Context: an optimization exercise on an open-source flow, tuned for small area and a short achievable clock period. The choices shown serve that exercise and are no tape-out recipe. Only simulation tests tie the RTL to the original design; equivalence was not proved.

==> flow/design.v (outline; a module is shown in full before it is edited, if it fits) <==
// module fc_neuron: 1223 lines
// module fc_neuron_fa: 10 lines
// module fc_neuron_ha: 9 lines
module fc_neuron #(
    parameter int unsigned RELU_EN = 0
) (
    input  logic        clk,
    input  logic        rst,
    input  logic [63:0] pooledPixelArray,
    input  logic [63:0] weight,
    output logic [7:0]  result
);
  // ...
==> flow/flow/run.sh <==
#!/bin/bash
# Standard ORFS layout, except that the port buffers are the smallest plain
# buffer instead of the delay cell buffer_ports picks by default.
set -euo pipefail
export BUFFER_PORTS_ARGS="-buffer_cell sky130_fd_sc_hd__buf_1"
bash standard.sh > standard.log 2>&1
==> flow/standard.sh <==
#!/bin/bash
# synth_recipe.tcl (not shown) runs the flow's synth.tcl, then flattens the netlist and writes it again
# the make line also repeats each setting of config.mk as NAME=value (left out here)
make -C /OpenROAD-flow-scripts/flow DESIGN_CONFIG=/design/flow/config.mk WORK_HOME=/design/flow/orfs CLKGATE_MAP_FILE= SYNTH_SCRIPT=/design/flow/synth_recipe.tcl "${@:-finish}"
==> flow/config.mk <==
export PLATFORM = sky130hd
export DESIGN_NAME = fc_neuron
export DESIGN_NICKNAME = fc_neuron
export VERILOG_FILES = /design/flow/design.v
export SDC_FILE = /design/flow/constraint.sdc
export NUM_CORES = 4
export LEC_CHECK = 0
export CAP_MARGIN = 20
export CORE_MARGIN = 2
export CORE_UTILIZATION = 65
export SLEW_MARGIN = 20
export SYNTH_HIERARCHICAL = 1
export SYNTH_MINIMUM_KEEP_SIZE = 0
==> flow/constraint.sdc <==
create_clock -name core_clock -period 15.0 [get_ports {clk}]
set_input_delay 3.0000 -clock core_clock [delete_from_list [all_inputs] [get_ports {clk}]]
set_output_delay 3.0000 -clock core_clock [all_outputs]
set_load 0.01 [all_outputs]
==> summary.txt, run 1 <==
total CTS buffers=3; WL per Instance=27.2 um; Final min period=9.40 ns; met3 track demand over resource=5.06%; setup TNS=0 ns; post-synthesis share of cell area spent on xor and xnor gates=0.591%; sequential cell count=8; buffers added on ports=137; Worst Path Arrival=9.47 ns; mux cell area share after synthesis=0.534%; sequential cell area=160 um^2; met1 Track Usage GR=53.7%; Worst Path Required=15.08 ns; H-tree levels=1; crit path kind=input pin to flip-flop; FF+latch count, synth=8; status=complete, no violations; Adder-Cell Fraction of Synth Area=75.8%; CP max FO=8; Synth top cells by count=fa_1 (485), nand2_1 (389), and2_1 (124), clkbuf_1 (100); max-cap violations=0; Main synth FF type=dfxtp_1; sequential cell area share=1.17%; Slew Viols, Final=0; Fin. Hold Viols=0; critical path's top delay family=adder cells; commonest non-fill, non-tap cells in the layout=fa_1 (485), nand2_1 (389), buf_1 (137); NonClk Buf Share=3.76%; register bank with the most flops=result_q
==> run 2: changes to the inputs <==
--- a/flow/config.mk
+++ b/flow/config.mk
@@ -7,7 +7,7 @@
 export LEC_CHECK = 0
 export CAP_MARGIN = 20
 export CORE_MARGIN = 2
-export CORE_UTILIZATION = 65
+export CORE_UTILIZATION = 80
 export SLEW_MARGIN = 20
 export SYNTH_HIERARCHICAL = 1
 export SYNTH_MINIMUM_KEEP_SIZE = 0
==> run 2 against run 1 <==
Effect of this change:
- core utilization grew 16 points
- count of clock-buffer cells in the layout stayed put
- worst hold slack got worse by 0.014 ns
- synthesized cell count unchanged
- global-route usage increased by 17 points
- first-iteration DRC count is 61% higher
- largest cell class unchanged
- design area decreased by 0.45%
==> summary.txt, run 2 <==
vias in the first global route=12.2k (was 10.4k); post-CTS resize count=0 (unchanged); top cell type's share of synthesized area=74.0% (unchanged); max incr delay on CP=0.58 ns (about the same); Most Frequent Cell on Critical Path=fa_1 (unchanged); Fin. Hold Viols=0 (unchanged); first-pass GRT wire length=69700 um (was 61500 um); buffers added on ports=137 (unchanged); launch point of the worst path=pooledPixelArray[11] (was weight[35]); Final min period=9.54 ns (was 9.40 ns); syn_nets=1817 (unchanged); Post-Syn Area=13100 um^2 (unchanged); Slew Viols, Final=0 (unchanged); Post-synth EDFFs=0 (unchanged); Core Region=15900 um^2 (was 19700 um^2); Worst Path Required=15.09 ns (was 15.08 ns); Worst Path Arrival=9.62 ns (was 9.47 ns); H-tree levels=1 (unchanged); fin crit share=63.6% (was 62.6%); Hold Startpoint=rst (unchanged); Seq/Total Area, Yosys=1.22% (unchanged); RePlAce Congestion=0.997 (was 0.966); CTS tree=done (unchanged); DRT iter0 DRCs=1526 (was 948); post-route antenna net violation count=0 (unchanged); via count=10.5k (was 9243); Main synth FF type=dfxtp_1 (unchanged); Gate Count Post-Synth=1183 (unchanged); Worst Tran Pin Value=0.681 ns (was 0.627 ns); final net count=1859 (unchanged); Worst Hold Class=input pin to flip-flop (unchanged); max_slew headroom=54.5% (was 58.2%); vias per inst=7.32 (was 6.21); commonest non-fill, non-tap cells in the layout=fa_1 (485), nand2_1 (389), buf_1 (137) (unchanged); CTS sink count=8 (unchanged); die area=17400 um^2 (was 21300 um^2); initial antenna violation count=0 (unchanged); Synth top cells by count=fa_1 (485), nand2_1 (389), and2_1 (124), clkbuf_1 (100) (unchanged); Crit. End Element=flip-flop (unchanged); RSZ-0062 raised after global routing=no (unchanged); Initial Util=82.3% (was 66.7%); crit path kind=input pin to flip-flop (unchanged); Largest register FFs=8 (unchanged); Synth async-reset ratio=0% (unchanged); Root Buffer=clkbuf_16 (unchanged); Die H=132 um (was 146 um); largest area contributor in the netlist=fa_1 (unchanged); Rows=46 (was 51); Yosys cell types=24 (unchanged); Hold Slack=3.26 ns (was 3.27 ns); Reg clk slew, reported paths=0.04 ns (about the same); max-cap violations=0 (unchanged); Total Routing Usage GR=56.7% (was 40.1%); DR pass1 iterations=8 (was 5); Ys Warns=7 (unchanged); hpwl dp=38700 um (was 37000 um); CP max-delay cell=fa_1 (unchanged); drt drc=0 (unchanged); IO Pins=138 (unchanged); CP max FO=8 (unchanged); status=complete, no violations (unchanged); FF+latch count, synth=8 (unchanged); CP Launch Type=input pin (unchanged); Post-Route WL=45500 um (was 40400 um); ratio of cells with drive above 1 in the final layout=1.14% (unchanged); post-CTS setup buffer count=0 (unchanged); CP Cell Sequence=buf_1, nand2_1, fa_1, fa_1, fa_1, fa_1, fa_1, fa_1, fa_1, fa_1, fa_1, fa_1, ha_1, nand3_1, o21a_1, o2111ai_1, mux2i_1 (unchanged); Die X=132 um (was 146 um); largest registers=result_q: 8 flops (unchanged); Area growth syn-to-layout=3.69% (was 4.16%); Max Freq=0.105 GHz (was 0.106 GHz); largest net degree at the start of global routing=9 (unchanged); grt total ovfl=0 (unchanged); Avg Synthesized Cell Area=11.1 um^2 (unchanged); register bank with the most flops=result_q (unchanged); count leader, synth=fa_1 (unchanged); WL per Instance=31.6 um (was 27.2 um); ant diodes=0 (unchanged); Hold-fix buffers, CTS=0 (unchanged); setup TNS=0 ns (unchanged); total CTS buffers=3 (unchanged); commonest non-fill, non-tap cell in the layout=fa_1 (unchanged); Final setup viols=0 (unchanged); top cells by area, synth=fa_1 (74%), nand2_1 (11%), and2_1 (5.9%) (unchanged); clk buf depth=2 (unchanged)
## run 2: cell counts in the layout (fill, tap and decap cells not counted)
No cell type changed its count.
## run 2: path summary, 6_finish.rpt
kind                                  to  cells past startpoint
hold / removal    result_q[5]$_SDFF_PP0_                      3
setup / recovery  result_q[4]$_SDFF_PP0_                     17
## run 2: metrics by stage
step	std cells	instance area (um^2)	setup slack, ns	util (%)
5_1_grt	1439	13600	5.31	85.3
4_1_cts	1439	13600	5.61	85.3
2_1_floorplan	1183	13100	6.10	-
6_report	1439	13600	5.46	85.3
3_5_place_dp	1436	13500	5.37	84.8
3_3_place_gp	1436	13500	5.62	84.8
## run 2: modules after synthesis, one instance, submodules excluded
module | copies in the design | area [um^2] | cells inside
fc_neuron | 1 | 3430 | 699
fc_neuron_fa | 484 | 20.0 | 1
## run 2: layout make-up
class | count | area (um^2)
timing repair buffer | 137 | 514
fill | 796 | 2340
clock buffer | 3 | 75.1
inverter | 19 | 71.3
tap | 216 | 270
sequential | 8 | 160
multi-input combinational | 1056 | 12500
## run 2: kinds of logic after synthesis
group | after synthesis | synth area share [%]
AOI/OAI and AO/OA | 10 | 0.563
xor gates and xnor gates | 8 | 0.592
adders and majority gates | 504 | 75.8
buffers and inverters | 119 | 3.41
DFF | 8 | 1.22
muxes | 7 | 0.534
and+or+nand+nor | 527 | 17.8
## run 2: worst max-delay path: cells and delay by family
| family | cells | cell delay [ns] |
|---|---|---|
| and+or+nand+nor | 2 | 0.34 |
| adders and majority gates | 11 | 4.87 |
| muxes | 1 | 0.16 |
| AOI/OAI and AO/OA | 2 | 0.76 |
| buffers and inverters | 1 | 0.49 |
## run 2: metal layers
| metal | wire [um] | up-vias | GRT usage [%] | share of wire (%) |
|---|---|---|---|---|
| met5 | 0 | - | 0 | 0 |
| met4 | 6180 | 0 | 53.3 | 14 |
| met3 | 7240 | 498 | 23.2 | 16 |
| met2 | 19900 | 1388 | 82.3 | 44 |
| met1 | 12200 | 5079 | 63.9 | 27 |
| li1 | - | 3568 | - | - |
==> run 3: changes to the inputs <==
--- a/flow/config.mk
+++ b/flow/config.mk
@@ -7,7 +7,7 @@
 export LEC_CHECK = 0
 export CAP_MARGIN = 20
 export CORE_MARGIN = 2
-export CORE_UTILIZATION = 80
+export CORE_UTILIZATION = 40
 export SLEW_MARGIN = 20
 export SYNTH_HIERARCHICAL = 1
 export SYNTH_MINIMUM_KEEP_SIZE = 0
==> run 3 against run 2 <==
Effect of this change:
- critical path depth unchanged
- design area increased by 2.1%
- worst hold slack worse by 0.017 ns
- worst setup slack better by 0.12 ns
- routed wire length down 6.7%
- critical path type unchanged
- critical endpoint is now result_q[0]$_SDFF_PP0_
==> summary.txt, run 3 <==
CP Launch Type=input pin (unchanged); Worst Path Arrival=9.49 ns (was 9.62 ns); Final setup viols=0 (unchanged); largest registers=result_q: 8 flops (unchanged); post-CTS resize count=0 (unchanged); syn_nets=1817 (unchanged); max_slew headroom=57.4% (was 54.5%); Root Buffer=clkbuf_16 (unchanged); Worst Hold Class=input pin to flip-flop (unchanged); CTS sink count=8 (unchanged); drt drc=0 (unchanged); Synth async-reset ratio=0% (unchanged); Hold-fix buffers, CTS=0 (unchanged); fin crit share=62.8% (was 63.6%); Total Routing Usage GR=26.2% (was 56.7%); first-pass GRT wire length=63800 um (was 69700 um); vias per inst=5.48 (was 7.32); largest net degree at the start of global routing=9 (unchanged); Die H=185 um (was 132 um); total CTS buffers=3 (unchanged); Worst Path Required=15.08 ns (was 15.09 ns); RePlAce Congestion=0.950 (was 0.997); largest area contributor in the netlist=fa_1 (unchanged); Core Region=32400 um^2 (was 15900 um^2); Area growth syn-to-layout=5.91% (was 3.69%); hpwl dp=39600 um (was 38700 um); Worst Tran Pin Value=0.638 ns (was 0.681 ns); initial antenna violation count=0 (unchanged); ant diodes=0 (unchanged); Slew Viols, Final=0 (unchanged); Post-Syn Area=13100 um^2 (unchanged); ratio of cells with drive above 1 in the final layout=1.23% (was 1.14%); vias in the first global route=10.2k (was 12.2k); commonest non-fill, non-tap cells in the layout=fa_1 (485), nand2_1 (389), buf_1 (137) (unchanged); buffers added on ports=137 (unchanged); grt total ovfl=0 (unchanged); via count=9138 (was 10.5k); Gate Count Post-Synth=1183 (unchanged); Final min period=9.42 ns (was 9.54 ns); Synth top cells by count=fa_1 (485), nand2_1 (389), and2_1 (124), clkbuf_1 (100) (unchanged); IO Pins=138 (unchanged); Post-Route WL=42500 um (was 45500 um); Fin. Hold Viols=0 (unchanged); Die X=185 um (was 132 um); Hold Slack=3.24 ns (was 3.26 ns); setup TNS=0 ns (unchanged); Initial Util=40.5% (was 82.3%); top cell type's share of synthesized area=74.0% (unchanged); die area=34300 um^2 (was 17400 um^2); final net count=1860 (was 1859); register bank with the most flops=result_q (unchanged); Ys Warns=7 (unchanged); Rows=66 (was 46); Largest register FFs=8 (unchanged); CTS tree=done (unchanged); Yosys cell types=24 (unchanged); FF+latch count, synth=8 (unchanged); Max Freq=0.106 GHz (was 0.105 GHz); commonest non-fill, non-tap cell in the layout=fa_1 (unchanged); H-tree levels=1 (unchanged); Seq/Total Area, Yosys=1.22% (unchanged); Crit. End Element=flip-flop (unchanged); DR pass1 iterations=5 (was 8); placed insts=1663 (was 1436); clk buf depth=2 (unchanged); status=complete, no violations (unchanged); Finished Layout Cells=1666 (was 1439); CP max FO=8 (unchanged); WL per Instance=25.5 um (was 31.6 um); max-cap violations=0 (unchanged); post-route antenna net violation count=0 (unchanged); RSZ-0062 raised after global routing=no (unchanged); Reg clk slew, reported paths=0.04 ns (about the same); DRT iter0 DRCs=882 (was 1526); Main synth FF type=dfxtp_1 (unchanged); Avg Synthesized Cell Area=11.1 um^2 (unchanged); count leader, synth=fa_1 (unchanged); post-CTS setup buffer count=0 (unchanged); Post-synth EDFFs=0 (unchanged); top cells by area, synth=fa_1 (74%), nand2_1 (11%), and2_1 (5.9%) (unchanged); final core utilization=42.9% (was 85.3%); crit path kind=input pin to flip-flop (unchanged)
run 3: cell types whose count changed in the layout (fill, tap and decap cells not counted):
cell and delta:
buf_4 +1
run 3: kinds of logic after synthesis:
| group | Yosys count | share of synthesized area, % |
|---|---|---|
| XOR/XNOR | 8 | 0.592 |
| multiplexers | 7 | 0.534 |
| flip-flops | 8 | 1.22 |
| buffers and inverters | 119 | 3.41 |
| AND/OR/NAND/NOR | 527 | 17.8 |
| AO/OA/AOI/OAI | 10 | 0.563 |
| adder cells (fa/ha/maj) | 504 | 75.8 |
run 3: modules after synthesis (local to each module, per instance):
module / cells inside / copies in the design / area (um^2)
fc_neuron: 699 / 1 / 3430
fc_neuron_fa: 1 / 484 / 20.0
run 3: final cells by class:
cell class,instances,area [um^2]
Fill cell,3163,18500
Multi-Input combinational cell,1056,12500
Tap cell,442,553
Timing Repair Buffer,138,522
Sequential cell,8,160
Clock buffer,3,75.1
Inverter,19,71.3
run 3: final timing paths:
kind  startpoint                      to  slack [ns]  cells after the start
min          rst  result_q[6]$_SDFF_PP0_        3.24                      3
max   weight[40]  result_q[0]$_SDFF_PP0_        5.58                     17
run 3: stage by stage:
stage / area (um^2) / setup WS (ns)
floorplan: 13100 / 6.10
global placement: 13800 / 5.43
detailed placement: 13800 / 5.34
CTS: 13900 / 5.56
global route: 13900 / 5.29
finish: 13900 / 5.58
run 3: layer usage:
metal  GRT usage, %  up-vias  wire length [um]  share of wire [%]
met1           38.1     4986             17600                 41
li1               -     3564                 -                  -
met4           7.40        0              1410                3.3
met2           42.1      528             20000                 47
met5              0        -                 0                  0
met3           2.73       60              3440                8.1
run 3: worst max-delay path, cell delays in order:
cell and delay (ns):
buf_1 0.41, nand2_1 0.24, fa_1 0.55, fa_1 0.48, fa_1 0.58, fa_1 0.45, fa_1 0.41, fa_1 0.46
fa_1 0.39, fa_1 0.46, fa_1 0.39, fa_1 0.38, ha_1 0.33, nand3_1 0.08, o21a_1 0.18, o2111ai_1 0.53
mux2i_1 0.16

what the ideal ports hide:
Ports are ideal in the flow. The routed layouts listed here were re-timed in OpenROAD. Step 1 assumes that a clkbuf_16 drives the clock port and a buf_2 every other input. Step 2 adds t to the input delays and takes it off the output delays; t is the mean of the earliest and latest rising clock arrival at the registers after step 1. Input paths then give back, and output paths get back, about the clock's delay inside the block. Slacks: ideal ports / drivers / drivers and shift; pairs: ideal ports / drivers.
run | t (ns) | slack for setup (ns) | worst data-port slew with drivers (ns) | pins driven straight from the clock port
run 1 | 0.251 | 5.604 / 5.601 / 5.350 | 0.04 | 1
run 2 | 0.262 | 5.464 / 5.461 / 5.200 | 0.04 | 1
run 3 | 0.258 | 5.582 / 5.582 / 5.324 | 0.05 | 1
After both steps every run listed still meets setup and hold. For run 2, which loses most, drivers alone change the setup slack by -0.003 ns; drivers and shift together by -0.264 ns.
